From an optimization exercise on the open Yosys and OpenROAD flow, aimed at small area; shortcuts taken in it are not production practice.
The RTL was checked by simulation tests, not by an equivalence proof against the original design.
Power and IR drop assume default switching activity.

## laser_log_top
module laser_log_top #(
	parameter int DEPTH = 64
) (
	input  logic                       clk1,
	input  logic                       arst_n,
	input  logic                       ext_clk_pin,
	input  logic [3-1:0]      din,
	input  logic [2*16-1:0]    adc,            
	input  logic                       pipe_read,
	output logic [16-1:0]     pipe_data,
	output logic                       pipe_valid,
	output logic                       pipe_empty,
	output logic                       pipe_underrun
);
Size in the first run: roughly 1300 cells after synthesis, about 610 flip-flops, roughly 58 I/O pins.
Settings: LEC_CHECK=0, CAP_MARGIN=20, CORE_MARGIN=2, CORE_UTILIZATION=65, SLEW_MARGIN=20; clock period 8.0 ns.
standard.sh (not shown) runs the stock make flow with config.mk's settings and CLKGATE_MAP_FILE= SYNTH_SCRIPT=/design/flow/synth_recipe.tcl, a recipe that flattens the netlist after the stock synthesis.
==> flow/flow/run.sh <==
#!/bin/bash
# The standard layout (standard.sh) with three changes:
#  - synthesis maps logic with an area-oriented ABC script and leaves
#    adders to ABC (flow/synth.tcl);
#  - clock tree synthesis inserts no dummy loads and clusters up to 8 flops
#    under clkbuf_4 leaf buffers;
#  - the port buffers are plain buf_1 cells.
# make's full output goes to make.log, each step's log to orfs/logs/.
set -euo pipefail
export FLOW_SYNTH_TCL="$PWD/synth_recipe.tcl"
export AREA_ABC_SCRIPT="$PWD/flow/area.abc"
bash standard.sh finish \
	"SYNTH_SCRIPT=$PWD/flow/synth.tcl" \
	"CTS_ARGS=-sink_clustering_enable -repair_clock_nets -dont_use_dummy_load -sink_clustering_size 8 -sink_clustering_max_diameter 50 -buf_list sky130_fd_sc_hd__clkbuf_4" \
	"BUFFER_PORTS_ARGS=-inputs -outputs -buffer_cell sky130_fd_sc_hd__buf_1" \
	> make.log 2>&1
==> flow/flow/area.abc <==
strash
dc2
dc2
dch -f
amap -A 20 -F 4
topo
==> flow/flow/synth.tcl <==
# The standard synthesis script with two changes to the mapping of the
# logic between registers: ABC runs an area script (flow/area.abc) in place of
# ORFS's speed script, and adders are left to ABC instead of being extracted
# into full/half-adder cells first. Registers are mapped as in the standard
# synthesis, so they keep its names and cells.
proc abc {args} {
	set i [lsearch -exact $args -script]
	if {$i >= 0} {
		set args [lreplace $args [expr {$i + 1}] [expr {$i + 1}] $::env(AREA_ABC_SCRIPT)]
	}
	yosys abc {*}$args
}
proc extract_fa {args} {
	puts "extract_fa skipped: adders are mapped by ABC"
}
source $::env(FLOW_SYNTH_TCL)
Rerun with:
==> flow/flow/run.sh (replaced) <==
#!/bin/bash
# The standard layout (standard.sh) with three changes:
#  - synthesis maps logic with an area-oriented ABC script and leaves
#    adders to ABC (flow/synth.tcl), without ORFS's Kogge-Stone adder map
#    (SYNTH_OPERATIONS_ARGS set to a flag the synthesis already uses);
#  - clock tree synthesis inserts no dummy loads and clusters up to 10 flops
#    under clkbuf_4 leaf buffers;
#  - the port buffers are plain buf_1 cells.
# make's full output goes to make.log, each step's log to orfs/logs/.
set -euo pipefail
export FLOW_SYNTH_TCL="$PWD/synth_recipe.tcl"
export AREA_ABC_SCRIPT="$PWD/flow/area.abc"
bash standard.sh finish \
	"SYNTH_SCRIPT=$PWD/flow/synth.tcl" \
	"SYNTH_OPERATIONS_ARGS=-noshare" \
	"CTS_ARGS=-sink_clustering_enable -repair_clock_nets -dont_use_dummy_load -sink_clustering_size 10 -sink_clustering_max_diameter 60 -buf_list sky130_fd_sc_hd__clkbuf_4" \
	"BUFFER_PORTS_ARGS=-inputs -outputs -buffer_cell sky130_fd_sc_hd__buf_1" \
	> make.log 2>&1
Settings changed: CAP_MARGIN 20 to 10, SLEW_MARGIN 20 to 10.
=> The new run completed with no timing, DRC or antenna violations. Setup slack gains 310 ps. First-iteration DRC count goes up by 9.4%. Non-clock buffer count decreases by 1. Synthesized cell count goes down by 0.76%. Global-route usage is lower by 0.80 points. Clock power shrinks by about 8%. Cell count came out lower by 1.4%. Flip-flop and latch count stays the same. Total power came out lower by 1.1%. Utilization went down by 0.50 points.
Rerun with:
==> flow/flow/run.sh (replaced) <==
#!/bin/bash
# The standard layout (standard.sh) with three changes:
#  - synthesis maps logic with an area-oriented ABC script and leaves
#    adders to ABC (flow/synth.tcl);
#  - clock tree synthesis inserts no dummy loads and clusters up to 10 flops
#    under clkbuf_4 leaf buffers;
#  - the port buffers are plain buf_1 cells.
# make's full output goes to make.log, each step's log to orfs/logs/.
set -euo pipefail
export FLOW_SYNTH_TCL="$PWD/synth_recipe.tcl"
export AREA_ABC_SCRIPT="$PWD/flow/area.abc"
bash standard.sh finish \
	"SYNTH_SCRIPT=$PWD/flow/synth.tcl" \
	"CTS_ARGS=-sink_clustering_enable -repair_clock_nets -dont_use_dummy_load -sink_clustering_size 10 -sink_clustering_max_diameter 60 -buf_list sky130_fd_sc_hd__clkbuf_4" \
	"BUFFER_PORTS_ARGS=-inputs -outputs -buffer_cell sky130_fd_sc_hd__buf_1" \
	> make.log 2>&1
Settings changed: CAP_MARGIN 10 to 20, SLEW_MARGIN 10 to 20.
Effect:
- The changed run went through all stages and came out clean
- cell count came out higher by 0.61%
- sequential cell count does not change
- clock-buffer cell count does not change
- core utilization is about the same
Rerun with:
==> flow/flow/run.sh (replaced) <==
#!/bin/bash
# The standard layout (standard.sh) with three changes:
#  - synthesis maps logic with an area-oriented ABC script (flow/synth.tcl);
#  - clock tree synthesis inserts no dummy loads and clusters up to 8 flops
#    under clkbuf_4 leaf buffers;
#  - the port buffers are plain buf_1 cells.
# make's full output goes to make.log, each step's log to orfs/logs/.
set -euo pipefail
export FLOW_SYNTH_TCL="$PWD/synth_recipe.tcl"
export AREA_ABC_SCRIPT="$PWD/flow/area.abc"
bash standard.sh finish \
	"SYNTH_SCRIPT=$PWD/flow/synth.tcl" \
	"CTS_ARGS=-sink_clustering_enable -repair_clock_nets -dont_use_dummy_load -sink_clustering_size 8 -sink_clustering_max_diameter 50 -buf_list sky130_fd_sc_hd__clkbuf_4" \
	"BUFFER_PORTS_ARGS=-inputs -outputs -buffer_cell sky130_fd_sc_hd__buf_1" \
	> make.log 2>&1
==> flow/flow/synth.tcl (replaced) <==
# The standard synthesis script, with ABC's technology mapping run on an
# area script (flow/area.abc) in place of ORFS's speed script. Registers are
# mapped before ABC runs, so they keep the standard synthesis's names and cells.
proc abc {args} {
	set i [lsearch -exact $args -script]
	if {$i >= 0} {
		set args [lreplace $args [expr {$i + 1}] [expr {$i + 1}] $::env(AREA_ABC_SCRIPT)]
	}
	yosys abc {*}$args
}
source $::env(FLOW_SYNTH_TCL)
Result: The changed run went through all stages and came out clean; cell area rises by about 3.3%; critical path depth rises by 4; global-route usage falls by 0.22 points; fmax rises by about 1.3%; first-iteration DRC count falls by 10%; die area rises by about 2.4%; hold slack is worse by 16 ps; routed wire length rises by about 1.2%; worst setup slack is better by 89 ps.
Rerun with:
==> flow/flow/run.sh (replaced) <==
#!/bin/bash
# The standard layout (standard.sh) with three changes:
#  - synthesis maps logic with an area-oriented ABC script and leaves
#    adders to ABC (flow/synth.tcl), without ORFS's Kogge-Stone adder map
#    (SYNTH_OPERATIONS_ARGS set to a flag the synthesis already uses);
#  - clock tree synthesis inserts no dummy loads and clusters up to 10 flops
#    under clkbuf_4 leaf buffers;
#  - the port buffers are plain buf_1 cells.
# make's full output goes to make.log, each step's log to orfs/logs/.
set -euo pipefail
export FLOW_SYNTH_TCL="$PWD/synth_recipe.tcl"
export AREA_ABC_SCRIPT="$PWD/flow/area.abc"
bash standard.sh finish \
	"SYNTH_SCRIPT=$PWD/flow/synth.tcl" \
	"SYNTH_OPERATIONS_ARGS=-noshare" \
	"CTS_ARGS=-sink_clustering_enable -repair_clock_nets -dont_use_dummy_load -sink_clustering_size 10 -sink_clustering_max_diameter 60 -buf_list sky130_fd_sc_hd__clkbuf_4" \
	"BUFFER_PORTS_ARGS=-inputs -outputs -buffer_cell sky130_fd_sc_hd__buf_1" \
	> make.log 2>&1
==> flow/flow/synth.tcl (replaced) <==
# The standard synthesis script with two changes to the mapping of the
# logic between registers: ABC runs an area script (flow/area.abc) in place of
# ORFS's speed script, and adders are left to ABC instead of being extracted
# into full/half-adder cells first. Registers are mapped as in the standard
# synthesis, so they keep its names and cells.
proc abc {args} {
	set i [lsearch -exact $args -script]
	if {$i >= 0} {
		set args [lreplace $args [expr {$i + 1}] [expr {$i + 1}] $::env(AREA_ABC_SCRIPT)]
	}
	yosys abc {*}$args
}
proc extract_fa {args} {
	puts "extract_fa skipped: adders are mapped by ABC"
}
source $::env(FLOW_SYNTH_TCL)
- The changed run passed the timing, DRC and antenna checks
- core utilization is lower by 0.37 points
- wire length falls by 2.4%
- worst setup slack gains 220 ps
- design area goes down by 3.5%

-- port drivers added, routing unchanged --
Ports are ideal in the flow. The routed layouts listed here were re-timed in OpenROAD. Step 1 assumes that a clkbuf_16 drives the clock port and a buf_2 every other input. Step 2 times the ports against the registers' clock, not the clock port: input delays grow and output delays shrink by t, the midpoint of the rising clock arrivals with the driver on. Slacks: ideal ports / drivers / drivers and shift; pairs: ideal ports / drivers.
| run | t (ns) | setup WS [ns] | worst data-port slew with drivers (ns) | cell pins on the clock port's net |
|---|---|---|---|---|
| the first run | 0.735 | 0.815 / 0.767 / 0.960 | 0.04 | 1 |
| the second run | 0.736 | 1.127 / 1.079 / 1.208 | 0.04 | 1 |
| the third run | 0.732 | 0.859 / 0.816 / 0.990 | 0.04 | 1 |
| the fourth run | 0.738 | 0.949 / 0.949 / 0.790 | 0.04 | 1 |
| the fifth run | 0.718 | 1.165 / 1.116 / 1.295 | 0.03 | 1 |
After both steps setup and hold are still met in every run listed. The setup slack of the fourth run, which loses most, moves by 0.000 ns with the drivers and by -0.159 ns with both steps.
